This design comes from an exercise in tuning for small area, a short achievable clock period and few clock cycles per item on the open sky130 flow, not from production work. Only simulation tests tie the RTL to the original design; equivalence was not proved. Power is estimated from default activity; no workload was simulated.

[flow/config.mk]
export PLATFORM = sky130hd
export DESIGN_NAME = drive_to_relative_point
export DESIGN_NICKNAME = drive_to_relative_point
export VERILOG_FILES = /design/flow/design.v
export SDC_FILE = /design/flow/constraint.sdc
export NUM_CORES = 4
export LEC_CHECK = 0
export CAP_MARGIN = 20
export CORE_MARGIN = 2
export CORE_UTILIZATION = 40
export SETUP_SLACK_MARGIN = 5
export SLEW_MARGIN = 20
[flow/constraint.sdc]
create_clock -name core_clock -period 11.0 [get_ports {i_clk}]
set_input_delay 2.2000 -clock core_clock [delete_from_list [all_inputs] [get_ports {i_clk}]]
set_output_delay 2.2000 -clock core_clock [all_outputs]
set_load 0.01 [all_outputs]
[flow/design.v]
`timescale 1ns / 1ps
package dtrp_pkg;
    localparam int MAG_W   = 31;
    localparam int SPEED_W = 15;
    localparam int ROOT_W  = 32;
    localparam int RAD_W   = 2 * ROOT_W;
    localparam int NUM_W   = MAG_W + SPEED_W;
    localparam int QUOT_W  = 16;
    localparam int OUT_W   = 16;
    localparam int CIDX_W  = 3;
    localparam int CDAT_W  = 32;
    typedef enum logic [1:0] {
        ACT_START  = 2'd0,
        ACT_UPDATE = 2'd1,
        ACT_TICK   = 2'd2
    } t_action;
    localparam logic [1:0] CAUSE_NONE    = 2'd0;
    localparam logic [1:0] CAUSE_REACHED = 2'd1;
    localparam logic [1:0] CAUSE_TIMEOUT = 2'd2;
    localparam logic [CIDX_W-1:0] REG_OFFSET_X   = 3'd0;
    localparam logic [CIDX_W-1:0] REG_OFFSET_Y   = 3'd1;
    localparam logic [CIDX_W-1:0] REG_TGT_HDG    = 3'd2;
    localparam logic [CIDX_W-1:0] REG_SPEED      = 3'd3;
    localparam logic [CIDX_W-1:0] REG_THRESHOLD  = 3'd4;
    localparam logic [CIDX_W-1:0] REG_TIMEOUT    = 3'd5;
    localparam logic [CIDX_W-1:0] REG_STOP       = 3'd6;
endpackage
`timescale 1ns / 1ps
import dtrp_pkg::*;
module dtrp_sqrt (
    input  logic [35:0] i_s,
    input  logic        i_f,
    input  logic [31:0] i_r,
    input  logic [34:0] i_dxy,
    output logic [35:0] o_s,
    output logic        o_f,
    output logic [31:0] o_r,
    output logic        o_c1
);
    logic [39:0] ea, xy, k1, k2, d1, d2, s1, c1, s2, c2;
    logic [32:0] rp1;
    assign ea = {{2{i_s[35]}}, i_s, 2'b00};
    assign xy = {5'b0, i_dxy};
    assign k1 = i_f ? {4'b0000, i_r, 4'b1100} : ~{4'b0000, i_r, 4'b0100};
    assign k2 = i_f ? 40'd0 : ~{3'b000, i_r, 5'b10000};
    assign s1  = ea ^ xy ^ k1;
    assign c1  = {((ea[38:0] & xy[38:0]) | (ea[38:0] & k1[38:0]) | (xy[38:0] & k1[38:0])), !i_f};
    assign s2  = ea ^ xy ^ k2;
    assign c2  = {((ea[38:0] & xy[38:0]) | (ea[38:0] & k2[38:0]) | (xy[38:0] & k2[38:0])), !i_f};
    assign d1  = s1 + c1;
    assign d2  = s2 + c2;
    assign rp1 = {1'b0, i_r} + 33'd1;
    assign o_c1 = !d1[39];
    always_comb begin
        if (!d2[39]) begin
            o_s = d2[35:0];
            o_f = 1'b0;
            o_r = {rp1[30:0], 1'b0};
        end else if (!d1[39]) begin
            o_s = d1[35:0];
            o_f = 1'b0;
            o_r = {i_r[30:0], 1'b1};
        end else begin
            o_s = d1[35:0];
            o_f = 1'b1;
            o_r = {i_r[30:0], 1'b0};
        end
    end
endmodule
`timescale 1ns / 1ps
import dtrp_pkg::*;
module dtrp_div (
    input  logic [32:0] i_s,
    input  logic        i_f,
    input  logic [30:0] i_a,
    input  logic [31:0] i_r,
    input  logic        i_bit,
    output logic [32:0] o_s,
    output logic        o_f,
    output logic [1:0]  o_qd
);
    logic [35:0] sa, aa, k1, k2, d1, d2, s1, c1, s2, c2;
    assign sa = {{2{i_s[32]}}, i_s, 1'b0};
    assign aa = i_bit ? {5'b0, i_a} : 36'd0;
    assign k1 = i_f ? {4'b0000, i_r} : ~{4'b0000, i_r};
    assign k2 = i_f ? 36'd0 : ~{3'b000, i_r, 1'b0};
    assign s1 = sa ^ aa ^ k1;
    assign c1 = {((sa[34:0] & aa[34:0]) | (sa[34:0] & k1[34:0]) | (aa[34:0] & k1[34:0])), !i_f};
    assign s2 = sa ^ aa ^ k2;
    assign c2 = {((sa[34:0] & aa[34:0]) | (sa[34:0] & k2[34:0]) | (aa[34:0] & k2[34:0])), !i_f};
    assign d1 = s1 + c1;
    assign d2 = s2 + c2;
    always_comb begin
        if (!d2[35]) begin
            o_s  = d2[32:0];
            o_f  = 1'b0;
            o_qd = 2'd2;
        end else if (!d1[35]) begin
            o_s  = d1[32:0];
            o_f  = 1'b0;
            o_qd = 2'd1;
        end else begin
            o_s  = d1[32:0];
            o_f  = 1'b1;
            o_qd = 2'd0;
        end
    end
endmodule
`timescale 1ns / 1ps
import dtrp_pkg::*;
module dtrp_rot_step (
    input  logic [2:0] i_rem,
    input  logic [1:0] i_bits,
    output logic [2:0] o_rem,
    output logic [1:0] o_q
);
    logic [4:0] v;
    assign v = {i_rem, i_bits};
    always_comb begin
        if (v >= 5'd15) begin
            o_q = 2'd3; o_rem = 3'(v - 5'd15);
        end else if (v >= 5'd10) begin
            o_q = 2'd2; o_rem = 3'(v - 5'd10);
        end else if (v >= 5'd5) begin
            o_q = 2'd1; o_rem = 3'(v - 5'd5);
        end else begin
            o_q = 2'd0; o_rem = v[2:0];
        end
    end
endmodule
module dtrp_rot (
    input  logic [9:0]       i_q5,
    input  logic [2:0]       i_r5,
    input  logic             i_big,
    input  logic             i_neg,
    output logic [OUT_W-1:0] o_vel_rot
);
    logic [4:0]  frac;
    logic [14:0] v;
    always_comb begin
        case (i_r5)
            3'd1:    frac = 5'd6;
            3'd2:    frac = 5'd12;
            3'd3:    frac = 5'd19;
            3'd4:    frac = 5'd25;
            default: frac = 5'd0;
        endcase
    end
    assign v = i_big ? 15'd24576 : {i_q5, frac};
    assign o_vel_rot = i_neg ? (16'd0 - {1'b0, v}) : {1'b0, v};
endmodule
`timescale 1ns / 1ps
import dtrp_pkg::*;
module drive_to_relative_point #(
    parameter int POS_WIDTH     = 32,
    parameter int VEL_FRAC_BITS = 15
) (
    input  logic                 i_clk,
    input  logic                 i_rst_n,
    input  logic                 i_cfg_we,
    input  logic [CIDX_W-1:0]    i_cfg_idx,
    input  logic [CDAT_W-1:0]    i_cfg_wdata,
    input  logic                 i_in_valid,
    output logic                 o_in_ready,
    input  logic [1:0]           i_action,
    input  logic [POS_WIDTH-1:0] i_pos_x,
    input  logic [POS_WIDTH-1:0] i_pos_y,
    input  logic [31:0]          i_yaw,
    output logic                 o_out_valid,
    input  logic                 i_out_ready,
    output logic [OUT_W-1:0]     o_vel_x,
    output logic [OUT_W-1:0]     o_vel_y,
    output logic [OUT_W-1:0]     o_vel_rot,
    output logic                 o_finished,
    output logic [1:0]           o_finish_cause,
    output logic                 o_stop_drive
);
    localparam int QD = 8;      
    localparam int QA = 3;      
    typedef enum logic [2:0] {
        S_IDLE, S_CLAMP, S_ABS, S_LZ, S_SQ, S_END
    } t_front;
    logic [31:0]        r_off_x, r_off_y, r_tgt_hdg;
    logic [SPEED_W-1:0] r_speed;
    logic [15:0]        r_thresh;
    logic [23:0]        r_tmo;
    logic               r_stop;
    logic [31:0]        r_goal_x, r_goal_y;
    logic               r_running;
    logic [23:0]        r_ticks;
    t_front             s_state;
    logic               r_in_ready;
    logic [32:0]        r_dx, r_dy, r_err;
    logic               r_xneg, r_yneg, r_eneg, r_shift, r_big;
    logic [30:0]        r_x, r_y;
    logic [35:0]        r_e;
    logic               r_ef;
    logic [31:0]        r_r;
    logic [4:0]         r_ptr;
    logic               r_pend;
    logic [QA-1:0]      r_pend_idx;
    logic               r_bx, r_by;
    logic [34:0]        r_dxy;
    logic               d_valid, d_run;
    logic [30:0]        d_ax, d_ay;
    logic [31:0]        d_r;
    logic [32:0]        d_remx, d_remy;
    logic               d_fx, d_fy;
    logic [SPEED_W-1:0] d_qx, d_qy;
    logic               d_xneg, d_yneg;
    logic [3:0]         d_j;
    logic               d_bit;
    logic [11:0]        d_e;
    logic [2:0]         d_r5;
    logic [2:0]         d_rcnt;
    logic               d_big, d_eneg;
    logic [3:0]         q_mem [QD];
    logic [QA-1:0]      q_wr, q_rd;
    logic [QA:0]        q_cnt;
    logic               r_out_valid;
    logic [OUT_W-1:0]   r_o_vx, r_o_vy, r_o_vrot;
    logic               r_o_fin, r_o_sdrv;
    logic [1:0]         r_o_cause;
    always_ff @(posedge i_clk) begin
        if (!i_rst_n) begin
            r_off_x   <= '0;
            r_off_y   <= '0;
            r_tgt_hdg <= '0;
            r_speed   <= '0;
            r_thresh  <= 16'd256;
            r_tmo     <= '0;
            r_stop    <= 1'b0;
        end else if (i_cfg_we) begin
            case (i_cfg_idx)
                REG_OFFSET_X:  r_off_x   <= i_cfg_wdata;
                REG_OFFSET_Y:  r_off_y   <= i_cfg_wdata;
                REG_TGT_HDG:   r_tgt_hdg <= i_cfg_wdata;
                REG_SPEED:     r_speed   <= i_cfg_wdata[SPEED_W-1:0];
                REG_THRESHOLD: r_thresh  <= i_cfg_wdata[15:0];
                REG_TIMEOUT:   r_tmo     <= i_cfg_wdata[23:0];
                REG_STOP:      r_stop    <= i_cfg_wdata[0];
                default: ;
            endcase
        end
    end
    logic        accept, is_start;
    logic [31:0] op_x, op_y;
    logic [32:0] sum_x, sum_y, err;
    logic [11:0] err_lo;
    logic        err_big;
    logic [23:0] n_ticks;
    logic        tmo_hit;
    logic [31:0] ax32, ay32;
    logic        wide;
    logic [30:0] nz;
    logic [4:0]  lead;
    logic        lead_bx, lead_by;
    logic [1:0]  lead_x2, lead_y2, lead_r;
    logic [4:0]  lead_m, lead_e;
    logic [35:0] e_n;
    logic        ef_n;
    logic [31:0] r_n;
    logic        c1_n;
    logic [4:0]  ptr_m1, ptr_m2;
    logic        nxt_bx, nxt_by;
    logic [30:0] x_n, y_n;
    logic [34:0] dxy_n, dxy_lead;
    logic        reach_d, running_eff, sq_last, direct;
    logic        q_push, q_pop, pop_upd, d_free, d_done, q_room, handoff;
    logic [3:0]  q_in;
    logic [3:0]  q_head;
    logic        head_ok, can_load;
    t_front      s_next;
    logic [3:0]  spd_lead;
    assign accept   = i_in_valid && r_in_ready;
    assign is_start = (i_action == ACT_START);
    assign op_x     = is_start ? r_off_x : r_goal_x;
    assign op_y     = is_start ? r_off_y : r_goal_y;
    assign sum_x    = 33'($signed(op_x))
                    + 33'($signed(is_start ? i_pos_x : ~i_pos_x))
                    + 33'(!is_start);
    assign sum_y    = 33'($signed(op_y))
                    + 33'($signed(is_start ? i_pos_y : ~i_pos_y))
                    + 33'(!is_start);
    assign err      = 33'($signed(r_tgt_hdg)) - 33'($signed(i_yaw));
    assign n_ticks  = (r_ticks != '1) ? (r_ticks + 24'd1) : r_ticks;
    assign tmo_hit  = (r_tmo != '0) && (n_ticks >= r_tmo);
    assign ax32    = r_dx[32] ? 32'(33'd0 - r_dx) : r_dx[31:0];
    assign ay32    = r_dy[32] ? 32'(33'd0 - r_dy) : r_dy[31:0];
    assign wide    = ax32[31] | ay32[31];
    assign err_lo  = r_err[32] ? (12'd0 - r_err[11:0]) : r_err[11:0];
    assign err_big = r_err[32] ? ($signed(r_err) <= -33'sd3840)
                               : (r_err >= 33'd3840);
    assign nz = r_dx[30:0] | r_dy[30:0];
    always_comb begin
        lead = '0;
        for (int i = 0; i < 31; i++) begin
            if (nz[i]) lead = 5'(i);
        end
    end
    assign lead_x2 = {r_dx[lead], (lead != '0) && r_dx[lead - 5'd1]};
    assign lead_y2 = {r_dy[lead], (lead != '0) && r_dy[lead - 5'd1]};
    assign lead_m  = {3'd0, lead_x2} * {3'd0, lead_x2}
                   + {3'd0, lead_y2} * {3'd0, lead_y2};
    assign lead_r  = (lead_m >= 5'd16) ? 2'd2 : (lead_m >= 5'd4) ? 2'd1 : 2'd0;
    assign lead_e  = lead_m - {1'b0, lead_r, 2'b00} * {3'd0, lead_r};
    assign lead_bx = (lead > 5'd1) && r_dx[lead - 5'd2];
    assign lead_by = (lead > 5'd1) && r_dy[lead - 5'd2];
    assign ptr_m1  = r_ptr - 5'd1;
    assign ptr_m2  = r_ptr - 5'd2;
    assign nxt_bx  = (r_ptr > 5'd1) && r_dx[ptr_m2];
    assign nxt_by  = (r_ptr > 5'd1) && r_dy[ptr_m2];
    assign x_n      = {r_x[29:0], r_bx};
    assign y_n      = {r_y[29:0], r_by};
    assign dxy_n    = (nxt_bx ? {2'b00, x_n, 2'b01} : 35'd0)
                    + (nxt_by ? {2'b00, y_n, 2'b01} : 35'd0);
    assign dxy_lead = (lead_bx ? {29'd0, lead_x2, 2'b01} : 35'd0)
                    + (lead_by ? {29'd0, lead_y2, 2'b01} : 35'd0);
    dtrp_sqrt u_sqrt (
        .i_s  (r_e),
        .i_f  (r_ef),
        .i_r  (r_r),
        .i_dxy (r_dxy),
        .o_s  (e_n),
        .o_f  (ef_n),
        .o_r  (r_n),
        .o_c1 (c1_n)
    );
    assign reach_d     = r_pend && !r_shift && (d_r <= {16'd0, r_thresh});
    assign running_eff = r_running && !reach_d;
    always_comb begin
        spd_lead = '0;
        for (int i = 0; i < SPEED_W; i++) begin
            if (r_speed[i]) spd_lead = 4'(i);
        end
    end
    assign q_head   = q_mem[q_rd];
    assign d_done   = d_valid && !d_run && (d_rcnt == '0);
    assign can_load = !r_out_valid || i_out_ready;
    assign head_ok  = (q_cnt != '0) && (!q_head[3] || d_done);
    assign q_pop    = can_load && head_ok;
    assign pop_upd  = q_pop && q_head[3];
    assign d_free   = !d_valid || (d_done && !r_out_valid &&
                                   (q_cnt != '0) && q_head[3]);
    assign q_room   = (q_cnt != (QA+1)'(QD));
    assign sq_last  = (s_state == S_SQ) && (r_ptr == '0);
    assign direct   = sq_last && d_free && q_room;
    assign handoff  = ((s_state == S_END) || sq_last) && d_free && q_room;
    always_comb begin
        q_push = 1'b0;
        q_in   = 4'b0;
        s_next = s_state;
        case (s_state)
            S_IDLE: begin
                if (accept) begin
                    case (i_action)
                        ACT_START: begin
                            q_push = 1'b1;
                            s_next = S_CLAMP;
                        end
                        ACT_UPDATE: begin
                            if (running_eff) s_next = S_ABS;
                            else           q_push = 1'b1;
                        end
                        ACT_TICK: begin
                            q_push = 1'b1;
                            if (running_eff && tmo_hit)
                                q_in = {1'b0, CAUSE_TIMEOUT, r_stop};
                        end
                        default: q_push = 1'b1;
                    endcase
                end
            end
            S_CLAMP: s_next = S_IDLE;
            S_ABS:   s_next = S_LZ;
            S_LZ:    s_next = (lead == '0) ? S_END : S_SQ;
            S_SQ: begin
                if (direct) begin
                    q_push = 1'b1;
                    q_in   = {1'b1, CAUSE_NONE, 1'b0};
                    s_next = S_IDLE;
                end else if (r_ptr == '0) begin
                    s_next = S_END;
                end
            end
            S_END: begin
                if (handoff) begin
                    q_push = 1'b1;
                    q_in   = {1'b1, CAUSE_NONE, 1'b0};
                    s_next = S_IDLE;
                end
            end
            default: s_next = S_IDLE;
        endcase
    end
    always_ff @(posedge i_clk) begin
        if (!i_rst_n) begin
            s_state    <= S_IDLE;
            r_in_ready <= 1'b1;
            r_pend     <= 1'b0;
            r_goal_x   <= '0;
            r_goal_y   <= '0;
            r_running  <= 1'b0;
            r_ticks    <= '0;
        end else begin
            s_state    <= s_next;
            r_in_ready <= (s_next == S_IDLE) &&
                          ((q_cnt + (QA+1)'(q_push) - (QA+1)'(q_pop)) != (QA+1)'(QD));
            r_pend <= handoff;
            if (handoff) r_pend_idx <= q_wr;
            if (reach_d) r_running <= 1'b0;
            if (accept) begin
                case (i_action)
                    ACT_START: begin
                        r_ticks   <= '0;
                        r_running <= 1'b1;
                    end
                    ACT_TICK: begin
                        if (running_eff) begin
                            r_ticks <= n_ticks;
                            if (tmo_hit) r_running <= 1'b0;
                        end
                    end
                    default: ;
                endcase
            end
            if (s_state == S_CLAMP) begin
                r_goal_x <= (r_dx[32:31] == 2'b01) ? 32'h7FFF_FFFF :
                            (r_dx[32:31] == 2'b10) ? 32'h8000_0000 : r_dx[31:0];
                r_goal_y <= (r_dy[32:31] == 2'b01) ? 32'h7FFF_FFFF :
                            (r_dy[32:31] == 2'b10) ? 32'h8000_0000 : r_dy[31:0];
            end
        end
    end
    always_ff @(posedge i_clk) begin
        case (s_state)
            S_IDLE: begin
                r_dx  <= sum_x;
                r_dy  <= sum_y;
                r_err <= err;
            end
            S_ABS: begin
                r_dx    <= {2'b00, wide ? ax32[31:1] : ax32[30:0]};
                r_dy    <= {2'b00, wide ? ay32[31:1] : ay32[30:0]};
                r_xneg  <= r_dx[32];
                r_yneg  <= r_dy[32];
                r_shift <= wide;
                r_err   <= {21'd0, err_lo};
                r_eneg  <= r_err[32];
                r_big   <= err_big;
            end
            S_LZ: begin
                r_r   <= (lead == '0) ? {31'd0, (nz != '0)} : {30'd0, lead_r};
            end
            S_SQ: begin
                r_r   <= r_n;
            end
            default: ;
        endcase
    end
    always_ff @(posedge i_clk) begin
        if (s_state == S_LZ) begin
            r_x   <= {29'd0, lead_x2};
            r_y   <= {29'd0, lead_y2};
            r_e   <= {31'd0, lead_e};
            r_ef  <= 1'b0;
            r_ptr <= lead - 5'd1;
            r_bx  <= lead_bx;
            r_by  <= lead_by;
            r_dxy <= dxy_lead;
        end else begin
            r_e   <= e_n;
            r_ef  <= ef_n;
            r_x   <= x_n;
            r_y   <= y_n;
            r_ptr <= ptr_m1;
            r_bx  <= nxt_bx;
            r_by  <= nxt_by;
            r_dxy <= dxy_n;
        end
    end
    logic [32:0] remx_n, remy_n;
    logic        fx_n, fy_n;
    logic [1:0]  qdx, qdy;
    logic [3:0]  j_m1;
    logic [15:0] spd16;
    logic [SPEED_W-2:0] qx_inc, qy_inc;
    logic [2:0]  r5_n;
    logic [1:0]  q5_n;
    assign j_m1  = d_j - 4'd1;
    assign qx_inc = d_qx[SPEED_W-2:0] + 14'd1;
    assign qy_inc = d_qy[SPEED_W-2:0] + 14'd1;
    assign spd16 = {1'b0, r_speed};
    dtrp_div u_divx (
        .i_s   (d_remx),
        .i_f   (d_fx),
        .i_a   (d_ax),
        .i_r   (d_r),
        .i_bit (d_bit),
        .o_s   (remx_n),
        .o_f   (fx_n),
        .o_qd  (qdx)
    );
    dtrp_div u_divy (
        .i_s   (d_remy),
        .i_f   (d_fy),
        .i_a   (d_ay),
        .i_r   (d_r),
        .i_bit (d_bit),
        .o_s   (remy_n),
        .o_f   (fy_n),
        .o_qd  (qdy)
    );
    dtrp_rot_step u_rot_step (
        .i_rem  (d_r5),
        .i_bits (d_e[11:10]),
        .o_rem  (r5_n),
        .o_q    (q5_n)
    );
    always_ff @(posedge i_clk) begin
        if (!i_rst_n) begin
            d_valid <= 1'b0;
            d_run   <= 1'b0;
            d_rcnt  <= '0;
        end else if (handoff) begin
            d_valid <= 1'b1;
            d_run   <= (direct || (r_r != '0)) && (r_speed != '0);
            d_rcnt  <= 3'd6;
        end else begin
            if (pop_upd) d_valid <= 1'b0;
            if (d_run && d_j == '0) d_run <= 1'b0;
            if (d_rcnt != '0) d_rcnt <= d_rcnt - 3'd1;
        end
    end
    always_ff @(posedge i_clk) begin
        if (handoff) begin
            d_ax   <= r_dx[30:0];
            d_ay   <= r_dy[30:0];
            d_r    <= direct ? {r_r[30:0], c1_n} : r_r;
            d_qx   <= '0;
            d_qy   <= '0;
            d_xneg <= r_xneg;
            d_yneg <= r_yneg;
            d_e    <= r_err[11:0];
            d_r5   <= '0;
            d_big  <= r_big;
            d_eneg <= r_eneg;
        end else begin
            if (d_run) begin
                d_qx   <= {qdx[1] ? qx_inc : d_qx[SPEED_W-2:0], qdx[0]};
                d_qy   <= {qdy[1] ? qy_inc : d_qy[SPEED_W-2:0], qdy[0]};
            end
            if (d_rcnt != '0) begin
                d_e  <= {d_e[9:0], q5_n};
                d_r5 <= r5_n;
            end
        end
    end
    always_ff @(posedge i_clk) begin
        if (handoff) begin
            d_remx <= '0;
            d_remy <= '0;
            d_fx   <= 1'b0;
            d_fy   <= 1'b0;
            d_j    <= spd_lead;
            d_bit  <= 1'b1;
        end else begin
            d_remx <= remx_n;
            d_remy <= remy_n;
            d_fx   <= fx_n;
            d_fy   <= fy_n;
            d_j    <= j_m1;
            d_bit  <= spd16[j_m1];
        end
    end
    always_ff @(posedge i_clk) begin
        if (!i_rst_n) begin
            q_wr  <= '0;
            q_rd  <= '0;
            q_cnt <= '0;
        end else begin
            if (q_push) begin
                q_mem[q_wr] <= q_in;
                q_wr        <= q_wr + 1'b1;
            end
            if (reach_d) begin
                q_mem[r_pend_idx] <= {1'b1, CAUSE_REACHED, r_stop};
            end
            if (q_pop) q_rd <= q_rd + 1'b1;
            q_cnt <= q_cnt + (QA+1)'(q_push) - (QA+1)'(q_pop);
        end
    end
    logic [OUT_W-1:0] vx, vy, vrot;
    assign vx = d_xneg ? (OUT_W'(0) - OUT_W'(d_qx)) : OUT_W'(d_qx);
    assign vy = d_yneg ? (OUT_W'(0) - OUT_W'(d_qy)) : OUT_W'(d_qy);
    dtrp_rot u_rot (
        .i_q5      (d_e[9:0]),
        .i_r5      (d_r5),
        .i_big     (d_big),
        .i_neg     (d_eneg),
        .o_vel_rot (vrot)
    );
    always_ff @(posedge i_clk) begin
        if (!i_rst_n) begin
            r_out_valid <= 1'b0;
        end else if (can_load) begin
            r_out_valid <= head_ok;
        end
    end
    always_ff @(posedge i_clk) begin
        if (q_pop) begin
            r_o_vx    <= q_head[3] ? vx   : '0;
            r_o_vy    <= q_head[3] ? vy   : '0;
            r_o_vrot  <= q_head[3] ? vrot : '0;
            r_o_fin   <= |q_head[2:1];
            r_o_cause <= q_head[2:1];
            r_o_sdrv  <= q_head[0];
        end
    end
    assign o_in_ready     = r_in_ready;
    assign o_out_valid    = r_out_valid;
    assign o_vel_x        = r_o_vx;
    assign o_vel_y        = r_o_vy;
    assign o_vel_rot      = r_o_vrot;
    assign o_finished     = r_o_fin;
    assign o_finish_cause = r_o_cause;
    assign o_stop_drive   = r_o_sdrv;
endmodule
[flow/run.sh]
#!/bin/bash
# synth_recipe.tcl (not shown) runs the flow's synth.tcl, then flattens the netlist and writes it again
# the make line also repeats each setting of config.mk as NAME=value (left out here)
make -C /OpenROAD-flow-scripts/flow DESIGN_CONFIG=/design/flow/config.mk WORK_HOME=/design/flow/orfs CLKGATE_MAP_FILE= SYNTH_SCRIPT=/design/flow/synth_recipe.tcl finish
==> flow_summary.yaml, run 1 <==
cells_and_area:
  syn_to_final_growth_pct: 13.8
  drive_gt1_share_pct: 7.30
  final_area_um2: 72400
  nets: 8607
  fillCellCount: 15400
  fin_cells: 9894
global_route:
  grt_pass1_wl_um: 298000
  overflow: 0
  grt_max_degree: 79
  grt_pass1_vias: 52100
  grt_usage_pct: 23.2
  antenna_found_initial: 3
worst_setup_path:
  r2r.worst_path.cells: 22
  rr_endpoint: "r_e[3]$_DFF_P_"
  worstPathArrival_ns: 6.54
  critPathMaxFanout: 16
  ff2ff_setup_slack_ns: 5.12
  crit_required_ns: 11.66
  cp-endpoint: "r_e[3]$_DFF_P_"
  start_kind: "register"
  end_kind: "register"
  crit_start: "r_dy[10]$_DFFE_PP_"
  path_class: "register to register"
  r2r-start: "r_dy[10]$_DFFE_PP_"
power:
  p_int_mw: 12.8
  clkPwrFrac_pct: 15.1
  power.switching_mw: 10.8
  swShare_pct: 45.6
  seqPwrFrac_pct: 19.8
  p_leak_nw: 31.7
  p_comb_share_pct: 65.1
  p_per_area_nw_per_um2: 326
  ir_drop_mv: 0.203
run:
  drv_cap: 0
floorplanning:
  die_y_um: 403
  die_x_um: 403
  die_area_um2: 162000
  pin_count: 192
  floorplan.initialDensity_pct: 40.2
  core_area_um2: 158000
  row_count: 146
clocking:
  cts_tree: "done"
  cts_root_buf: "clkbuf_16"
  cts_sinks: 842
  clk_latency_ns: 0.77
  hold_buffers: 0
  cts_buffers: 101
  clkSlewWorstSetupHoldPaths_ns: 0.06
  h-tree-depth: 3
  clockBufferDepth: 3
synthesis:
  async_reset_ff_share_pct: 0
  yosysUniqueCellTypes: 96
  synthAdderAreaFrac_pct: 16.8
  synth_xor_area_share_pct: 7.15
  synth_top_cells_by_count: "nand2_1, nor2_1, a21oi_1"
  synthMuxAreaShare_pct: 3.25
  synth_most_common_cell: "nand2_1"
  synth_top_area_share_pct: 16.8
  syn_nets: 8470
  syn_avg_cell_area_um2: 8.38
  synth_area_leaders: "dfxtp_1, edfxtp_1, ha_1"
  synth_top_family_by_area: "simple AND/OR/NAND/NOR gates"
  synth_seq_area_share_pct: 31.3
  synth-simple-area-share_pct: 18.5
  synth_ff_type: "dfxtp_1"
  postSynthCellCount: 7593
  ys_seq_elements: 842
  netlist.top_cell.by_area: "dfxtp_1"
  synth_edf_count: 309
  synth_area_um2: 63600
  yosysWarnings: 5
  synth_compound_area_share_pct: 16.9
placed_design:
  hpwlAfterDp_um: 143000
  place_area_um2: 67400
  gp_congestion: 0.928
  dp_cells: 9560
  port_buffers: 191
drt:
  ant_nets: 0
  routed_wl_um: 193000
  drcViolationCount: 0
  dr_total_vias: 54700
  drt_iter0_drc: 4382
  drt_pass1_iterations: 6
  wire_per_inst_um: 19.6
  avgViaCountPerCell: 5.53
timing:
  setup_viol: 0
  hold_viol: 0
  fin_crit_ns: 5.88
  rsz0062_at_grt: "yes"
  worst_pin_slew_ns: 1.14
  slew_headroom_pct: 23.8
  finalClockSkew_ns: 0.0778
  report.final.slew_viol_count: 0
  tns_ns: 0
  max_freq_mhz: 170
  period_share_pct: 53.5
status:
  status: "finished clean"
hold_path:
  min_path_type: "register to register"
  min_from: "r_big$_DFFE_PP_"
  min_path_cells: 0
## cells in the final DEF (no fill, tap or decap), types with 224 or more instances in the layout
| cell type | count |
|---|---|
| xnor2_1 | 293 |
| xor2_1 | 224 |
| nor2_1 | 665 |
| dfxtp_1 | 530 |
| o21ai_0 | 411 |
| a21oi_1 | 646 |
| inv_1 | 633 |
| ha_1 | 541 |
| nand2_1 | 1020 |
| edfxtp_1 | 309 |
## worst min path at each step
stage | end
floorplan | d_big$_DFFE_PP_
global placement | d_big$_DFFE_PP_
detailed placement | d_big$_DFFE_PP_
CTS | d_big$_DFFE_PP_
global route | d_big$_DFFE_PP_
finish | d_big$_DFFE_PP_
## metrics by stage
step	setup slack (ns)	hold slack (ns)	utilization, %	power [mW]
CTS	4.90	0.428	45.1	23.4
finish	5.12	0.427	45.8	23.6
floorplan	4.80	0.400	-	16.1
detailed placement	3.27	0.414	42.6	19.6
global placement	3.47	0.410	42.6	19.4
global route	4.91	0.448	45.8	25.8
## critical path: stages (launching register included)
cell      delay (ns)
edfxtp_1        0.54
or4_4           0.57
a311o_1         0.31
a311oi_1        0.33
nor4_2          0.11
o311ai_4        0.33
buf_12          0.21
inv_2           0.15
ha_1            0.24
inv_1           0.11
a31oi_2         0.07
xnor2_2         0.30
buf_4           0.18
mux2i_1         0.22
mux2i_2         0.15
nor3b_2         0.24
fa_1            0.45
ha_1            0.22
fa_1            0.41
nor2_1          0.17
ha_1            0.16
ha_1            0.22
a21oi_1         0.11
## power groups by stage
| stage | clock network [mW] | logic, mW | registers (mW) |
|---|---|---|---|
| 3_3_place_gp | 0 | 14.5 | 4.84 |
| 4_1_cts | 3.64 | 15.0 | 4.76 |
| 2_1_floorplan | 0 | 11.5 | 4.54 |
| 6_report | 3.57 | 15.4 | 4.66 |
| 5_1_grt | 3.77 | 17.3 | 4.75 |
| 3_5_place_dp | 0 | 14.7 | 4.86 |
## kinds of logic (layout without fill, tap and decap cells)
group | count (synthesis) | in the layout
other | 0 | 3
AO/OA/AOI/OAI | 1756 | 1756
flip-flops | 842 | 842
adder cells (fa/ha/maj) | 739 | 739
buffers and inverters | 1015 | 1238
multiplexers | 141 | 141
XOR/XNOR | 519 | 519
AND/OR/NAND/NOR | 2581 | 2584
## what timing repair did
item                                    CTS  global route
endpoints found under the setup margin   88           104
pin swaps                                 5            10
hold endpoints to repair                  0             0
resized for setup                        28            38
cloned                                    2             3
buffers inserted                         33           100
## layout make-up
cell class / count / area, um2 / area share, %
well taps: 2072 / 2590 / 3.58
clock buffers: 138 / 2850 / 3.93
repair buffers: 405 / 3670 / 5.06
diodes: 3 / 7.51 / 0.0104
multi-input cells: 5739 / 40200 / 55.5
inverters: 641 / 2420 / 3.34
clock inverters: 54 / 706 / 0.974
flip-flops and latches: 842 / 20000 / 27.6
## state kept, by name (all words and copies together) (netlist names), 31 cells and up, named ones only
register,cells
r_e,36
r_dxy,34
d_remx,33
d_remy,33
r_dx,33
r_dy,33
r_err,33
d_r,32
q_mem,32
r_goal_x,32
r_goal_y,32
r_off_x,32
r_off_y,32
r_r,32
r_tgt_hdg,32
d_ax,31
d_ay,31
## routing by layer
layer	track usage [%]	part of all wire [%]
met5	0	0
met2	36.5	44
met4	8.53	3.7
met1	32.3	45
met3	3.10	6.5
Testbench counts, summed over its fixed seeds: cycles 67,409, items 6,400.
==> run 2: changes to the inputs <==
--- a/flow/config.mk
+++ b/flow/config.mk
@@ -7,2 +7,3 @@
 export LEC_CHECK = 0
+export ABC_AREA = 1
 export CAP_MARGIN = 20
==> flow_summary.yaml, run 2 <==
status:
  status: "finished clean"
timing:
  tns_ns: 0
  hold_viol: 0
  slew_headroom_pct: 17.5
  fin_crit_ns: 5.80
  report.final.slew_viol_count: 0
  setup_viol: 0
  period_share_pct: 52.7
  finalClockSkew_ns: 0.0972
  max_freq_mhz: 172
  fin_ws_ns: 5.20
  rsz0062_at_grt: "yes"
  worst_pin_slew_ns: 1.23
cells_and_area:
  post-route-util_pct: 45.6
  reg_top3: "r_e (36), r_dxy (34)"
  drive_gt1_share_pct: 5.37
  final_common_cell: "nand2_1"
  syn_to_final_growth_pct: 13.6
  fillCellCount: 15500
  multi_input_area_um2: 37100
  largest_reg_flops: 36
  largest_register: "r_e"
  nets: 9300
  final_cell_mix: "nand2_1, inv_1, nor2_1"
  final_area_um2: 71100
  regArea_um2: 20000
drt:
  avgViaCountPerCell: 5.34
  ant_nets: 0
  routed_wl_um: 197000
  drt_iter0_drc: 4282
  drt_pass1_iterations: 6
  wire_per_inst_um: 18.6
  dr_total_vias: 56400
  drcViolationCount: 0
floorplanning:
  die_area_um2: 160000
  pin_count: 192
  row_count: 145
  core_area_um2: 156000
  floorplan.initialDensity_pct: 40.1
  die_x_um: 400
  die_y_um: 400
clocking:
  cts_buffers: 102
  clockBufferDepth: 3
  cts_root_buf: "clkbuf_16"
  h-tree-depth: 3
  cts_tree: "done"
  cts_sinks: 842
  clkSlewWorstSetupHoldPaths_ns: 0.06
  hold_buffers: 0
  clk_latency_ns: 0.78
synthesis:
  netlist.top_cell.by_area: "dfxtp_1"
  synth_ff_type: "dfxtp_1"
  yosysWarnings: 5
  synth_edf_count: 309
  synth_area_um2: 62600
  synth_seq_area_share_pct: 31.9
  synth_most_common_cell: "nand2_1"
  syn_nets: 9214
  yosysUniqueCellTypes: 70
  synth_top_area_share_pct: 17.1
  synth_area_leaders: "dfxtp_1, edfxtp_1, ha_1"
  async_reset_ff_share_pct: 0
  ys_seq_elements: 842
  synth_top_cells_by_count: "nand2_1, inv_1, nor2_1"
  postSynthCellCount: 8337
  syn_avg_cell_area_um2: 7.51
placed_design:
  gp_congestion: 0.954
  place_area_um2: 66200
  post-place-ws_ns: 2.60
  hpwlAfterDp_um: 145000
  port_buffers: 191
global_route:
  grt_pass1_vias: 54300
  grt_pass1_wl_um: 306000
  grt_usage_pct: 24.1
  overflow: 0
  grt_max_degree: 153
  antenna_found_initial: 6
power:
  p_comb_share_pct: 66.2
  p_total_mw: 26.2
  swShare_pct: 49.2
  p_leak_nw: 32.9
  p_per_area_nw_per_um2: 368
  p_int_mw: 13.3
  seqPwrFrac_pct: 19.6
  power.switching_mw: 12.9
  ir_drop_mv: 0.261
  clkPwrFrac_pct: 14.1
worst_setup_path:
  path_class: "input pin to register"
  crit_required_ns: 11.46
  critPathMaxFanout: 33
  crit_slowest_cell: "fa_1"
  end_kind: "register"
  start_kind: "input pin"
  worst_path_most_repeated_cell: "nand2_1"
  worstPathArrival_ns: 6.26
  slowest_delay_ns: 0.38
hold_path:
  min_path_type: "register to register"
run:
  drv_cap: 0
## run 2: cell types whose count changed after synthesis, moves of 75 or more
cell,previous run,this run
nor2_1,669,864
nand2_1,1021,1444
inv_1,636,1180
nand3_1,121,411
nand2b_1,75,0
o21ai_0,414,665
a21oi_1,651,774
and2_1,164,1
xnor2_1,294,158
a21o_1,154,15
## run 2: final timing paths
kind,endpoint,startpoint,slack (ns),cells past startpoint
max,r_dx[32]$_SDFFCE_PP0P_,i_action[0],5.20,31
min,r_x[3]$_SDFF_PP0_,r_x[2]$_SDFF_PP0_,0.41,2
max reg2reg,r_e[2]$_DFF_P_,r_dy[2]$_DFFE_PP_,5.39,36
min reg2reg,r_x[3]$_SDFF_PP0_,r_x[2]$_SDFF_PP0_,0.41,2
## run 2: metal layers
metal,up-vias,share of wire [%],GRT usage [%]
li1,27700,-,-
met5,-,0.028,0
met1,26700,45,32.4
met2,1664,45,39.9
met4,8,3.5,8.16
met3,390,6.0,3.25
## run 2: power by group through the flow
stage / clock (mW) / sequential, mW / combinational (mW)
finish: 3.70 / 5.14 / 17.3
global route: 3.89 / 5.22 / 19.7
CTS: 3.77 / 5.13 / 16.9
detailed placement: 0 / 5.21 / 16.6
global placement: 0 / 5.19 / 16.3
floorplan: 0 / 4.87 / 13.1
## run 2: critical path, delay by kind of cell
family                     cells  cell delay [ns]
AOI/OAI and AO/OA             11             1.46
and+or+nand+nor               12             1.20
buffers and inverters          7             0.95
adders and majority gates      1             0.38
## run 2: cells by family (layout without fill, tap and decap cells)
group / Yosys count / after routing / synth area share [%]
xor gates and xnor gates: 409 / 409 / 5.75
AOI/OAI and AO/OA: 1833 / 1834 / 16.1
DFF: 842 / 842 / 31.9
buffers and inverters: 1518 / 1690 / 9.37
muxes: 2 / 2 / 0.0320
adders and majority gates: 739 / 739 / 17.1
and+or+nand+nor: 2994 / 2995 / 19.8
other: 0 / 1 / 0
## run 2: stage by stage
step	hold WS (ns)	cells
after floorplan	0.400	8337
after global placement	0.407	10300
after detailed placement	0.413	10300
after CTS	0.422	10500
after global routing	0.429	10600
final	0.408	10600
## run 2: layout make-up
cell class,instances,share of cell area [%]
antenna,1,0.00352
clock buffer,141,4.27
clock inverter,51,0.979
inverter,1197,6.38
multi-input combinational,5979,52.2
sequential,842,28.1
tap,2058,3.62
timing repair buffer,298,4.39
timing repair inverter,3,0.0282
## run 2: timing repair
item                       in CTS  in global routing
resized for setup              47                 96
gates cloned                    7                  8
pin swaps                       4                  7
setup endpoints to repair      80                142
buffers inserted               26                 17
==> run 3: changes to the inputs <==
--- a/flow/config.mk
+++ b/flow/config.mk
@@ -7,6 +7,5 @@
 export LEC_CHECK = 0
-export ABC_AREA = 1
 export CAP_MARGIN = 20
 export CORE_MARGIN = 2
-export CORE_UTILIZATION = 40
+export CORE_UTILIZATION = 60
 export SETUP_SLACK_MARGIN = 5
==> flow_summary.yaml, run 3 <==
timing:
  period_share_pct: 53.6
  holdWs_ns: 0.421
  rsz0062_at_grt: "yes"
  setup_viol: 0
  tns_ns: 0
  slew_headroom_pct: 25.6
  finalClockSkew_ns: 0.0258
  worst_pin_slew_ns: 1.10
  fin_crit_ns: 5.89
  max_freq_mhz: 170
  report.final.slew_viol_count: 0
  hold_viol: 0
  fin_ws_ns: 5.11
global_route:
  grt_pass1_vias: 52100
  busiest_layer: "met2"
  grt_use_met3_pct: 5.69
  grt_max_degree: 117
  grt_pass1_wl_um: 294000
  globalRouteMet1Util_pct: 48.3
  antenna_found_initial: 5
  overflow: 0
  met2_usage_pct: 54.2
  grt_usage_pct: 34.5
worst_setup_path:
  worst_path_most_repeated_cell: "ha_1"
  cp-endpoint: "r_e[3]$_DFF_P_"
  crit_required_ns: 11.63
  critPathMaxFanout: 15
  rr_endpoint: "r_e[3]$_DFF_P_"
  end_kind: "register"
  crit_start: "r_dy[17]$_DFFE_PP_"
  slowest_delay_ns: 0.54
  crit_slowest_cell: "or4_1"
  path_cells: "buf_4, or4_1, a211oi_1, nand3_1, a41oi_4, o21ai_4, nand2_8, ha_2, xnor2_4, mux4_2, mux2i_1, mux2i_4, nor3b_4, fa_1, ha_1, fa_1, nor2_2, ha_1, ha_1, a21oi_1"
  ff2ff_setup_slack_ns: 5.11
  r2r.worst_path.cells: 20
  path_class: "register to register"
  r2r-start: "r_dy[17]$_DFFE_PP_"
  start_kind: "register"
  worstPathArrival_ns: 6.53
synthesis:
  synthAdderAreaFrac_pct: 16.8
  yosysUniqueCellTypes: 96
  syn_nets: 8470
  async_reset_ff_share_pct: 0
  synth_xor_area_share_pct: 7.15
  postSynthCellCount: 7593
  synthMuxAreaShare_pct: 3.25
  synth_top_family_by_area: "simple AND/OR/NAND/NOR gates"
  synth_ff_type: "dfxtp_1"
  netlist.top_cell.by_area: "dfxtp_1"
  synth_compound_area_share_pct: 16.9
  synth_area_leaders: "dfxtp_1, edfxtp_1, ha_1"
  synth_top_area_share_pct: 16.8
  yosysWarnings: 5
  synth_most_common_cell: "nand2_1"
  synth_area_um2: 63600
  synth_seq_area_share_pct: 31.3
  syn_avg_cell_area_um2: 8.38
  synth-simple-area-share_pct: 18.5
  synth_edf_count: 309
  synth_top_cells_by_count: "nand2_1, nor2_1, a21oi_1"
  ys_seq_elements: 842
power:
  p_int_mw: 12.8
  p_per_area_nw_per_um2: 331
  swShare_pct: 45.8
  p_total_mw: 23.6
  p_leak_nw: 31.5
  clkPwrFrac_pct: 14.8
  ir_drop_mv: 0.315
  power.switching_mw: 10.8
  p_comb_share_pct: 65.6
  seqPwrFrac_pct: 19.6
cells_and_area:
  regArea_um2: 20000
  fin_cells: 9185
  post-route-util_pct: 67.8
  reg_top3: "r_e (36), r_dxy (34)"
  largest_register: "r_e"
  final_area_um2: 71300
  largest_reg_flops: 36
  multi_input_area_um2: 40300
  syn_to_final_growth_pct: 12.1
  fillCellCount: 8906
  final_common_cell: "nand2_1"
  drive_gt1_share_pct: 7.16
  final_cell_mix: "nand2_1, nor2_1, a21oi_1"
  nets: 8584
drt:
  wire_per_inst_um: 21.0
  routed_wl_um: 193000
  drcViolationCount: 0
  drt_iter0_drc: 5462
  drt_pass1_iterations: 6
  avgViaCountPerCell: 6.06
  ant_nets: 0
  dr_total_vias: 55600
floorplanning:
  die_y_um: 330
  die_area_um2: 109000
  floorplan.initialDensity_pct: 60.5
  die_x_um: 330
  core_area_um2: 105000
  pin_count: 192
  row_count: 119
clocking:
  cts_buffers: 97
  clockBufferDepth: 3
  cts_sinks: 842
  h-tree-depth: 3
  clk_latency_ns: 0.70
  clkSlewWorstSetupHoldPaths_ns: 0.07
  cts_root_buf: "clkbuf_16"
  cts_tree: "done"
hold_path:
  min_path_type: "register to register"
placed_design:
  gp_congestion: 0.953
  port_buffers: 191
  post-place-ws_ns: 3.12
  hpwlAfterDp_um: 141000
  place_area_um2: 66700
  dp_cells: 8892
status:
  status: "finished clean"
run:
  drv_cap: 0
-- run 3: cell types whose count changed after synthesis, sizes merged, moves of 65 or more --
cell / change
a21o: +139
and2: +163
clkbuf: +65
xnor2: +137
a21oi: -136
o21ai: -328
nor2: -202
nand2: -428
nand3: -291
inv: -552
nand2b: +75
mux2i: +73
-- run 3: metal layers --
| layer | wire length (um) | up-vias |
|---|---|---|
| li1 | - | 26400 |
| met1 | 83400 | 26400 |
| met5 | 41 | - |
| met4 | 7840 | 6 |
| met3 | 15700 | 498 |
| met2 | 85900 | 2275 |
-- run 3: logic make-up (layout without fill, tap and decap cells) --
kind of cell	Yosys count	count (layout)
AOI/OAI and AO/OA	1756	1756
xor gates and xnor gates	519	519
adders and majority gates	739	739
buffers and inverters	1015	1210
DFF	842	842
muxes	141	141
other	0	4
and+or+nand+nor	2581	2583
-- run 3: repair_timing --
item / in CTS / in global routing
buffers inserted: 6 / 97
gates cloned: 1 / 3
hold buffers: 0 / 0
endpoints found under the setup margin: 41 / 94
pin swaps: 2 / 6
gates resized for setup: 31 / 49
-- run 3: power by group through the flow --
stage / Sequential [mW] / Combinational (mW) / Clock, mW
finish: 4.63 / 15.5 / 3.49
global route: 4.71 / 17.3 / 3.64
detailed placement: 4.77 / 14.8 / 0
floorplan: 4.54 / 11.5 / 0
global placement: 4.76 / 14.6 / 0
CTS: 4.71 / 15.0 / 3.52
-- run 3: worst min path at each step --
| stage | cells after the start | endpoint | start | slack (ns) |
|---|---|---|---|---|
| 2_1_floorplan | 0 | d_big$_DFFE_PP_ | r_big$_DFFE_PP_ | 0.40 |
| 3_3_place_gp | 0 | d_big$_DFFE_PP_ | r_big$_DFFE_PP_ | 0.40 |
| 3_5_place_dp | 0 | d_eneg$_DFFE_PP_ | r_eneg$_DFFE_PP_ | 0.41 |
| 4_1_cts | 0 | d_eneg$_DFFE_PP_ | r_eneg$_DFFE_PP_ | 0.42 |
| 5_1_grt | 0 | d_eneg$_DFFE_PP_ | r_eneg$_DFFE_PP_ | 0.44 |
| 6_report | 0 | d_eneg$_DFFE_PP_ | r_eneg$_DFFE_PP_ | 0.42 |
-- run 3: final cells by class --
type / count / area share, %
diodes: 4 / 0.0140
clock buffers: 128 / 3.84
well taps: 1391 / 2.44
repair buffers: 387 / 4.91
clock inverters: 54 / 0.974
multi-input cells: 5738 / 56.4
flip-flops and latches: 842 / 28.0
inverters: 641 / 3.40
-- run 3: critical path, delay by kind of cell (launching register included) --
kind,cells,cell delay (ns)
AO/OA/AOI/OAI,4,0.97
XOR/XNOR,1,0.19
adder cells (fa/ha/maj),6,1.76
buffers and inverters,1,0.22
flip-flops,1,0.36
multiplexers,3,0.93
AND/OR/NAND/NOR,5,1.38
==> run 4: changes to the inputs <==
--- a/flow/config.mk
+++ b/flow/config.mk
@@ -7,2 +7,3 @@
 export LEC_CHECK = 0
+export ABC_AREA = 1
 export CAP_MARGIN = 20
==> flow_summary.yaml, run 4 <==
floorplanning:
  floorplan.initialDensity_pct: 60.5
  row_count: 118
  die_y_um: 327
  core_area_um2: 103000
  die_area_um2: 107000
  die_x_um: 327
  pin_count: 192
worst_setup_path:
  ff2ff_setup_slack_ns: 5.37
  crit_start: "i_action[0]"
  r2r-start: "r_dx[2]$_DFFE_PP_"
  worst_path_most_repeated_cell: "nand2_1"
  end_kind: "register"
  crit_slowest_cell: "fa_1"
  crit_required_ns: 11.44
  critPathMaxFanout: 8
  slowest_delay_ns: 0.38
  r2r.worst_path.cells: 36
  path_class: "input pin to register"
  rr_endpoint: "r_e[2]$_DFF_P_"
  start_kind: "input pin"
  worstPathArrival_ns: 6.13
timing:
  rsz0062_at_grt: "yes"
  max_freq_mhz: 176
  period_share_pct: 51.7
  slew_headroom_pct: 25.6
  tns_ns: 0
  finalClockSkew_ns: 0.0195
  worst_pin_slew_ns: 1.09
  setup_viol: 0
  holdWs_ns: 0.433
  report.final.slew_viol_count: 0
  hold_viol: 0
  fin_crit_ns: 5.69
clocking:
  h-tree-depth: 3
  clockBufferDepth: 3
  clk_latency_ns: 0.70
  cts_sinks: 842
  hold_buffers: 0
  cts_buffers: 97
  cts_root_buf: "clkbuf_16"
  cts_tree: "done"
  clkSlewWorstSetupHoldPaths_ns: 0.06
global_route:
  grt_pass1_wl_um: 295000
  grt_max_degree: 171
  antenna_found_initial: 7
  grt_pass1_vias: 54200
  grt_usage_pct: 34.5
  overflow: 0
placed_design:
  gp_congestion: 1.02
  hpwlAfterDp_um: 138000
  place_area_um2: 65400
  port_buffers: 191
hold_path:
  min_path_type: "register to register"
  min_path_cells: 2
  min_from: "r_x[27]$_SDFF_PP0_"
  holdPathEnd: "r_x[28]$_SDFF_PP0_"
drt:
  dr_total_vias: 56800
  wire_per_inst_um: 18.9
  drt_pass1_iterations: 6
  drt_iter0_drc: 5218
  ant_nets: 0
  routed_wl_um: 187000
  drcViolationCount: 0
  avgViaCountPerCell: 5.74
cells_and_area:
  largest_reg_flops: 36
  final_common_cell: "nand2_1"
  nets: 9301
  reg_top3: "r_e (36), r_dxy (34)"
  largest_register: "r_e"
  final_cell_mix: "nand2_1, inv_1, nor2_1"
  antennaDiodeCount: 0
  post-route-util_pct: 67.3
  syn_to_final_growth_pct: 11.4
  final_area_um2: 69700
  drive_gt1_share_pct: 5.07
synthesis:
  synthMuxAreaShare_pct: 0.0320
  synth_edf_count: 309
  synth_ff_type: "dfxtp_1"
  synth_area_um2: 62600
  synth_top_area_share_pct: 17.1
  synth_xor_area_share_pct: 5.75
  syn_avg_cell_area_um2: 7.51
  synth-simple-area-share_pct: 19.8
  syn_nets: 9214
  synth_area_leaders: "dfxtp_1, edfxtp_1, ha_1"
  async_reset_ff_share_pct: 0
  netlist.top_cell.by_area: "dfxtp_1"
  synth_seq_area_share_pct: 31.9
  postSynthCellCount: 8337
  yosysWarnings: 5
  synth_top_cells_by_count: "nand2_1, inv_1, nor2_1"
  synthAdderAreaFrac_pct: 17.1
  synth_top_family_by_area: "simple AND/OR/NAND/NOR gates"
  ys_seq_elements: 842
  synth_most_common_cell: "nand2_1"
  yosysUniqueCellTypes: 70
  synth_compound_area_share_pct: 16.1
power:
  p_leak_nw: 32.7
  p_per_area_nw_per_um2: 369
  ir_drop_mv: 0.369
status:
  status: "finished clean"
run:
  drv_cap: 0
run 4: cell types whose count changed in the layout (fill, tap and decap cells not counted), moves of 139 or more:
cell     change
o21ai_0    +242
a21o_1     -139
inv_1      +534
nand2_1    +419
nor2_1     +189
and2_1     -163
nand3_1    +289
run 4: final cells by class:
| cell class | count | area (um2) |
|---|---|---|
| clock buffer | 126 | 2670 |
| clock inverter | 57 | 562 |
| fill | 9018 | 33800 |
| inverter | 1197 | 4540 |
| multi-input combinational | 5978 | 37100 |
| sequential | 842 | 20000 |
| tap | 1380 | 1730 |
| timing repair buffer | 307 | 3160 |
| timing repair inverter | 1 | 7.51 |
run 4: metrics by stage:
stage          worst slack, ns  power, mW  cells
2_1_floorplan             5.01       18.0   8337
4_1_cts                   5.00       25.3   9857
6_report                  5.31       25.7   9888
5_1_grt                   4.99       28.2   9888
3_5_place_dp              2.66       21.7   9644
3_3_place_gp              2.75       21.4   9644
run 4: repair_timing:
action	CTS	global route
gates cloned	4	6
endpoints found under the setup margin	120	145
pin swaps	3	8
resized for setup	47	84
buffers inserted	26	22
run 4: worst max-delay path by stage:
| stage | to | slack (ns) | cells past startpoint |
|---|---|---|---|
| 2_1_floorplan | r_dy[32]$_SDFFCE_PP0P_ | 5.01 | 29 |
| 3_3_place_gp | r_dy[32]$_SDFFCE_PP0P_ | 2.75 | 28 |
| 5_1_grt | r_dxy[29]$_SDFF_PP0_ | 4.99 | 32 |
| 6_report | r_dx[32]$_SDFFCE_PP0P_ | 5.31 | 32 |
| 3_5_place_dp | r_dy[32]$_SDFFCE_PP0P_ | 2.66 | 28 |
| 4_1_cts | r_e[3]$_DFF_P_ | 5.00 | 36 |
run 4: critical path: cells and delay by family:
family / cells / cell delay (ns)
AO/OA/AOI/OAI: 11 / 1.38
AND/OR/NAND/NOR: 13 / 1.26
buffers and inverters: 6 / 0.69
adder cells (fa/ha/maj): 1 / 0.38
multiplexers: 1 / 0.23
run 4: logic make-up after synthesis:
logic type      Yosys count
simple gates           2994
compound gates         1833
buf+inv                1518
flops                   842
fa+ha+maj               739
xor+xnor                409
mux                       2
run 4: where the power goes:
group,leakage (nW),switching (mW),total [mW],internal [mW]
Clock,1.58,1.42,3.33,1.91
Combinational,23.8,10.5,17.2,6.73
Sequential,7.37,0.806,5.16,4.35
run 4: metal layers:
layer  share of wire, %  wire, um  track usage, %  up-vias
met5              0.014        27               0        -
met4                3.9      7340            12.4        4
met3                7.8     14600            5.88      426
met2                 46     85500            56.1     2120
met1                 43     79800            46.3    26600
li1                   -         -               -    27700
==> run 5: changes to the inputs <==
--- a/flow/config.mk
+++ b/flow/config.mk
@@ -11,2 +11,3 @@
 export CORE_UTILIZATION = 60
+export PLACE_DENSITY = 0.7
 export SETUP_SLACK_MARGIN = 5
==> flow_summary.yaml, run 5 <==
synthesis:
  synth_edf_count: 309
  netlist.top_cell.by_area: "dfxtp_1"
  synth_seq_area_share_pct: 31.9
  async_reset_ff_share_pct: 0
  postSynthCellCount: 8337
  synth_ff_type: "dfxtp_1"
  synth_most_common_cell: "nand2_1"
  ys_seq_elements: 842
  synth_top_area_share_pct: 17.1
  yosysWarnings: 5
  synth_area_leaders: "dfxtp_1, edfxtp_1, ha_1"
  syn_nets: 9214
  synth_top_cells_by_count: "nand2_1, inv_1, nor2_1"
  syn_avg_cell_area_um2: 7.51
  synth_area_um2: 62600
  yosysUniqueCellTypes: 70
timing:
  worst_pin_slew_ns: 1.09
  rsz0062_at_grt: "no"
  finalClockSkew_ns: 0.0294
  max_freq_mhz: 174
  setup_viol: 0
  fin_crit_ns: 5.76
  report.final.slew_viol_count: 0
  slew_headroom_pct: 27.5
  holdWs_ns: 0.423
  hold_viol: 0
  period_share_pct: 52.3
  tns_ns: 0
clocking:
  h-tree-depth: 3
  cts_tree: "done"
  cts_root_buf: "clkbuf_16"
  clockBufferDepth: 3
  clkSlewWorstSetupHoldPaths_ns: 0.06
  cts_buffers: 98
  clk_latency_ns: 0.71
  cts_sinks: 842
hold_path:
  min_from: "r_eneg$_DFFE_PP_"
  holdPathEnd: "d_eneg$_DFFE_PP_"
  min_path_cells: 0
  min_path_type: "register to register"
cells_and_area:
  regArea_um2: 20000
  largest_reg_flops: 36
  drive_gt1_share_pct: 4.98
  largest_register: "r_e"
  nets: 9286
  reg_top3: "r_e (36), r_dxy (34)"
  syn_to_final_growth_pct: 11.3
  antennaDiodeCount: 0
  final_cell_mix: "nand2_1, inv_1, nor2_1"
  final_area_um2: 69700
  final_common_cell: "nand2_1"
  fillCellCount: 9092
  multi_input_area_um2: 37000
  post-route-util_pct: 67.3
floorplanning:
  die_area_um2: 107000
  pin_count: 192
  die_x_um: 327
  row_count: 118
  core_area_um2: 103000
  die_y_um: 327
  floorplan.initialDensity_pct: 60.5
worst_setup_path:
  crit_required_ns: 11.65
  worst_path_most_repeated_cell: "nand3_1"
  start_kind: "register"
  end_kind: "register"
  path_class: "register to register"
  critPathMaxFanout: 37
  cp.depth: 36
  r2r.worst_path.cells: 36
  critPathBufInv: 5
  path_delay_family: "simple AND/OR/NAND/NOR gates"
  ff2ff_setup_slack_ns: 5.24
  slowest_delay_ns: 0.49
  crit_slowest_cell: "edfxtp_1"
  worstPathArrival_ns: 6.41
  rr_endpoint: "r_e[2]$_DFF_P_"
  r2r-start: "r_dx[2]$_DFFE_PP_"
global_route:
  grt_max_degree: 171
  grt_pass1_wl_um: 298000
  grt_usage_pct: 35.0
  antenna_found_initial: 5
  grt_pass1_vias: 54000
  overflow: 0
drt:
  wire_per_inst_um: 19.2
  drt_pass1_iterations: 6
  ant_nets: 0
  routed_wl_um: 190000
  drcViolationCount: 0
  dr_total_vias: 57100
  drt_iter0_drc: 5552
  avgViaCountPerCell: 5.78
power:
  p_leak_nw: 32.7
  p_total_mw: 25.9
  ir_drop_mv: 0.354
  p_per_area_nw_per_um2: 372
status:
  status: "finished clean"
placed_design:
  port_buffers: 191
  hpwlAfterDp_um: 140000
  gp_congestion: 0.996
  place_area_um2: 65300
run:
  drv_cap: 0
[run 5: logic make-up after synthesis]
kind of cell,after synthesis,synth area share (%)
multiplexers,2,0.0320
buffers and inverters,1518,9.37
XOR/XNOR,409,5.75
AO/OA/AOI/OAI,1833,16.1
flip-flops,842,31.9
AND/OR/NAND/NOR,2994,19.8
adder cells (fa/ha/maj),739,17.1
[run 5: worst reg2reg max path: cells and delay by family, from the launching register on]
kind	cells	cell delay (ns)
adder cells (fa/ha/maj)	5	1.48
XOR/XNOR	1	0.22
AND/OR/NAND/NOR	25	2.47
flip-flops	1	0.49
buffers and inverters	5	1.04
[run 5: what timing repair did]
| action | CTS | global route |
|---|---|---|
| pin swaps | 4 | 6 |
| gates resized for setup | 40 | 84 |
| gates cloned | 4 | 6 |
| buffers inserted | 22 | 17 |
| hold buffers | 0 | 0 |
| setup endpoints to repair | 113 | 146 |
[run 5: metal layers]
layer	track usage [%]	share of wire [%]	wire length, um
met1	47.9	43	81500
met2	56.3	45	85500
met3	5.07	8.1	15300
met4	12.9	4.0	7520
met5	0	0.023	43
[run 5: power breakdown]
part	total, mW	switching (mW)	internal [mW]
Clock	3.45	1.47	1.98
Sequential	5.15	0.800	4.35
Combinational	17.3	10.6	6.73
Total	25.9	12.9	13.1
[run 5: worst max path at each step]
| stage | from | to |
|---|---|---|
| final | r_dx[2]$_DFFE_PP_ | r_e[2]$_DFF_P_ |
| after global routing | r_dx[2]$_DFFE_PP_ | r_e[2]$_DFF_P_ |
| after CTS | r_dy[1]$_DFFE_PP_ | r_e[2]$_DFF_P_ |
| after detailed placement | i_action[1] | r_dx[32]$_SDFFCE_PP0P_ |
| after global placement | i_action[1] | r_dx[30]$_DFFE_PP_ |
| after floorplan | i_action[1] | r_dy[32]$_SDFFCE_PP0P_ |
[run 5: final cells by class]
cell class / count / area share, %
Inverter: 1197 / 6.49
Clock inverter: 65 / 1.02
Multi-Input combinational cell: 5977 / 53.2
Clock buffer: 120 / 3.83
Timing Repair inverter: 1 / 0.00718
Tap cell: 1380 / 2.48
Timing Repair Buffer: 292 / 4.34
Sequential cell: 842 / 28.7
[run 5: through the flow]
stage,cells,setup WS (ns)
after detailed placement,9640,2.96
after floorplan,8337,5.01
after global routing,9874,4.94
final,9874,5.24
after global placement,9640,3.03
after CTS,9851,4.99
==> run 6: changes to the inputs <==
--- a/flow/config.mk
+++ b/flow/config.mk
@@ -10,3 +10,3 @@
 export CORE_MARGIN = 2
-export CORE_UTILIZATION = 60
+export CORE_UTILIZATION = 65
 export PLACE_DENSITY = 0.7
==> flow_summary.yaml, run 6 <==
timing:
  worst_pin_slew_ns: 1.16
  fin_crit_ns: 5.73
  tns_ns: 0
  setup_viol: 0
  hold_viol: 0
  max_freq_mhz: 175
  slew_headroom_pct: 21.8
  period_share_pct: 52.1
  report.final.slew_viol_count: 0
  rsz0062_at_grt: "yes"
  finalClockSkew_ns: 0.0318
synthesis:
  synth_xor_area_share_pct: 5.75
  synthAdderAreaFrac_pct: 17.1
  synth_top_cells_by_count: "nand2_1, inv_1, nor2_1"
  postSynthCellCount: 8337
  yosysWarnings: 5
  async_reset_ff_share_pct: 0
  synth_top_family_by_area: "simple AND/OR/NAND/NOR gates"
  syn_avg_cell_area_um2: 7.51
  synth_seq_area_share_pct: 31.9
  synth_most_common_cell: "nand2_1"
  synthMuxAreaShare_pct: 0.0320
  syn_nets: 9214
  yosysUniqueCellTypes: 70
  synth_area_um2: 62600
  ys_seq_elements: 842
  synth-simple-area-share_pct: 19.8
  synth_area_leaders: "dfxtp_1, edfxtp_1, ha_1"
  netlist.top_cell.by_area: "dfxtp_1"
  synth_compound_area_share_pct: 16.1
  synth_edf_count: 309
  synth_top_area_share_pct: 17.1
  synth_ff_type: "dfxtp_1"
power:
  p_per_area_nw_per_um2: 373
  p_leak_nw: 32.7
  p_comb_share_pct: 67.2
  swShare_pct: 49.7
  p_int_mw: 13.0
  ir_drop_mv: 0.313
  power.switching_mw: 12.9
  clkPwrFrac_pct: 12.8
  p_total_mw: 25.9
  seqPwrFrac_pct: 20.0
placed_design:
  port_buffers: 191
  hpwlAfterDp_um: 137000
  gp_congestion: 0.985
cells_and_area:
  syn_to_final_growth_pct: 11.0
  fillCellCount: 7669
  post-route-util_pct: 73.0
  final_cell_mix: "nand2_1, inv_1, nor2_1"
  reg_top3: "r_e (36), r_dxy (34)"
  final_common_cell: "nand2_1"
  drive_gt1_share_pct: 5.06
  largest_reg_flops: 36
  nets: 9301
  largest_register: "r_e"
status:
  status: "finished clean"
global_route:
  overflow: 0
  grt_usage_pct: 37.5
  antenna_found_initial: 8
  grt_max_degree: 171
  grt_pass1_wl_um: 297000
  grt_pass1_vias: 55400
clocking:
  cts_tree: "done"
  cts_root_buf: "clkbuf_16"
  cts_sinks: 842
  hold_buffers: 0
  clk_latency_ns: 0.71
  clkSlewWorstSetupHoldPaths_ns: 0.06
  clockBufferDepth: 3
  h-tree-depth: 3
  cts_buffers: 95
floorplanning:
  die_y_um: 314
  pin_count: 192
  floorplan.initialDensity_pct: 65.8
  core_area_um2: 95200
  die_x_um: 314
  row_count: 113
  die_area_um2: 98800
hold_path:
  min_path_type: "register to register"
worst_setup_path:
  path_class: "input pin to register"
  cp.depth: 25
  path_delay_family: "compound AO/OA/AOI/OAI gates"
  ff2ff_setup_slack_ns: 5.34
  slowest_delay_ns: 0.33
  rr_endpoint: "r_e[2]$_DFF_P_"
  critPathBufInv: 6
  worst_path_most_repeated_cell: "o21ai_1"
  worstPathArrival_ns: 6.16
  critPathMaxFanout: 32
  crit_start: "i_action[0]"
  start_kind: "input pin"
  cp-endpoint: "r_dx[29]$_DFFE_PP_"
  crit_required_ns: 11.44
  crit_slowest_cell: "ha_1"
  r2r-start: "r_dx[2]$_DFFE_PP_"
  r2r.worst_path.cells: 36
  end_kind: "register"
drt:
  drcViolationCount: 0
  drt_pass1_iterations: 7
  dr_total_vias: 57900
  ant_nets: 0
  avgViaCountPerCell: 5.93
  routed_wl_um: 188000
  drt_iter0_drc: 6120
  wire_per_inst_um: 19.2
run:
  drv_cap: 0
==> run 6: cell types whose count changed in the layout (fill, tap and decap cells not counted), moves of 3 or more <==
cell / change
buf_8: +3
clkinv_1: -3
inv_1: -4
buf_4: +16
inv_4: -4
clkbuf_1: +13
bufinv_16: -3
buf_12: +3
==> run 6: stage by stage <==
| stage | cells | hold slack [ns] | setup slack (ns) | cell area, um2 |
|---|---|---|---|---|
| finish | 9772 | 0.422 | 5.27 | 69500 |
| global route | 9771 | 0.431 | 4.95 | 69500 |
| CTS | 9728 | 0.423 | 4.89 | 68800 |
| detailed placement | 9525 | 0.408 | 2.86 | 65200 |
| global placement | 9525 | 0.404 | 3.02 | 65200 |
| floorplan | 8337 | 0.400 | 5.01 | 62600 |
==> run 6: worst min-delay path by stage <==
stage,depth (start not counted),endpoint,startpoint
2_1_floorplan,0,d_big$_DFFE_PP_,r_big$_DFFE_PP_
3_3_place_gp,0,d_eneg$_DFFE_PP_,r_eneg$_DFFE_PP_
3_5_place_dp,0,d_eneg$_DFFE_PP_,r_eneg$_DFFE_PP_
4_1_cts,0,d_eneg$_DFFE_PP_,r_eneg$_DFFE_PP_
5_1_grt,0,d_big$_DFFE_PP_,r_big$_DFFE_PP_
6_report,0,d_eneg$_DFFE_PP_,r_eneg$_DFFE_PP_
==> run 6: worst register-to-register path, delay by kind of cell, from the launching register on <==
| family | cells | cell delay [ns] |
|---|---|---|
| xor gates and xnor gates | 1 | 0.22 |
| adders and majority gates | 5 | 1.48 |
| buffers and inverters | 5 | 1.02 |
| DFF | 1 | 0.43 |
| and+or+nand+nor | 25 | 2.45 |
==> run 6: repair_timing <==
| item | 4_1_cts | 5_1_grt |
|---|---|---|
| buffers inserted | 20 | 37 |
| pin swaps | 4 | 6 |
| gates resized for setup | 37 | 87 |
| endpoints found under the setup margin | 120 | 143 |
| cloned | 4 | 5 |
==> run 6: layer usage <==
metal  vias up  part of all wire, %  track usage, %  routed length (um)
li1      27600                    -               -                   -
met1     27100                   41            48.7               76700
met2      2574                   45            60.6               84500
met3       591                  8.9            7.39               16800
met4        12                  5.4            17.1               10100
met5         -                0.037               0                  70
==> run 6: final cells by class <==
cell class | instances | area, um2 | area share [%]
clock inverters | 46 | 493 | 0.710
well taps | 1265 | 1580 | 2.28
multi-input cells | 5978 | 37000 | 53.3
repair inverters | 1 | 7.51 | 0.0108
inverters | 1197 | 4530 | 6.53
clock buffers | 133 | 2710 | 3.89
diodes | 1 | 2.50 | 0.00360
repair buffers | 309 | 3140 | 4.52
flip-flops and latches | 842 | 20000 | 28.7
==> run 6: kinds of logic after synthesis <==
kind of cell	after synthesis
AO/OA/AOI/OAI	1833
XOR/XNOR	409
adder cells (fa/ha/maj)	739
buffers and inverters	1518
flip-flops	842
multiplexers	2
AND/OR/NAND/NOR	2994
==> run 6: power groups by stage <==
stage | logic [mW] | clock network [mW] | registers (mW)
after floorplan | 13.1 | 0 | 4.87
after global placement | 16.0 | 0 | 5.19
after detailed placement | 16.5 | 0 | 5.22
after CTS | 16.8 | 3.33 | 5.15
after global routing | 19.6 | 3.45 | 5.24
final | 17.4 | 3.32 | 5.17

[static timing again, ports no longer ideal]
In the flow no input, the clock included, has a driving cell. The finished layouts below were timed again as built, in two steps.
Step 1 (the two cells are an assumption about what drives the block):
set clk [get_ports {i_clk}]
set_driving_cell -lib_cell sky130_fd_sc_hd__clkbuf_16 $clk
set_driving_cell -lib_cell sky130_fd_sc_hd__buf_2 [delete_from_list [all_inputs] $clk]
Step 2 times the ports against the registers' clock, not the clock port: input delays grow and output delays shrink by t, the midpoint of the rising clock arrivals with the driver on.
Slacks: ideal / step 1 / step 2; pairs: ideal / step 1.
| run | t (ns) | setup slack, ns | worst data-port slew with drivers (ns) |
|---|---|---|---|
| run 1 | 0.805 | 5.116 / 5.116 / 4.408 | 0.09 |
| run 2 | 0.811 | 5.199 / 5.233 / 4.422 | 0.15 |
| run 3 | 0.766 | 5.108 / 5.108 / 4.458 | 0.07 |
| run 4 | 0.762 | 5.309 / 5.347 / 4.585 | 0.10 |
| run 5 | 0.768 | 5.242 / 5.242 / 4.524 | 0.08 |
| run 6 | 0.779 | 5.272 / 5.330 / 4.551 | 0.10 |
After both steps every run listed still meets setup and hold. For run 2, which loses most, drivers alone change the setup slack by +0.034 ns; drivers and shift together by -0.777 ns.
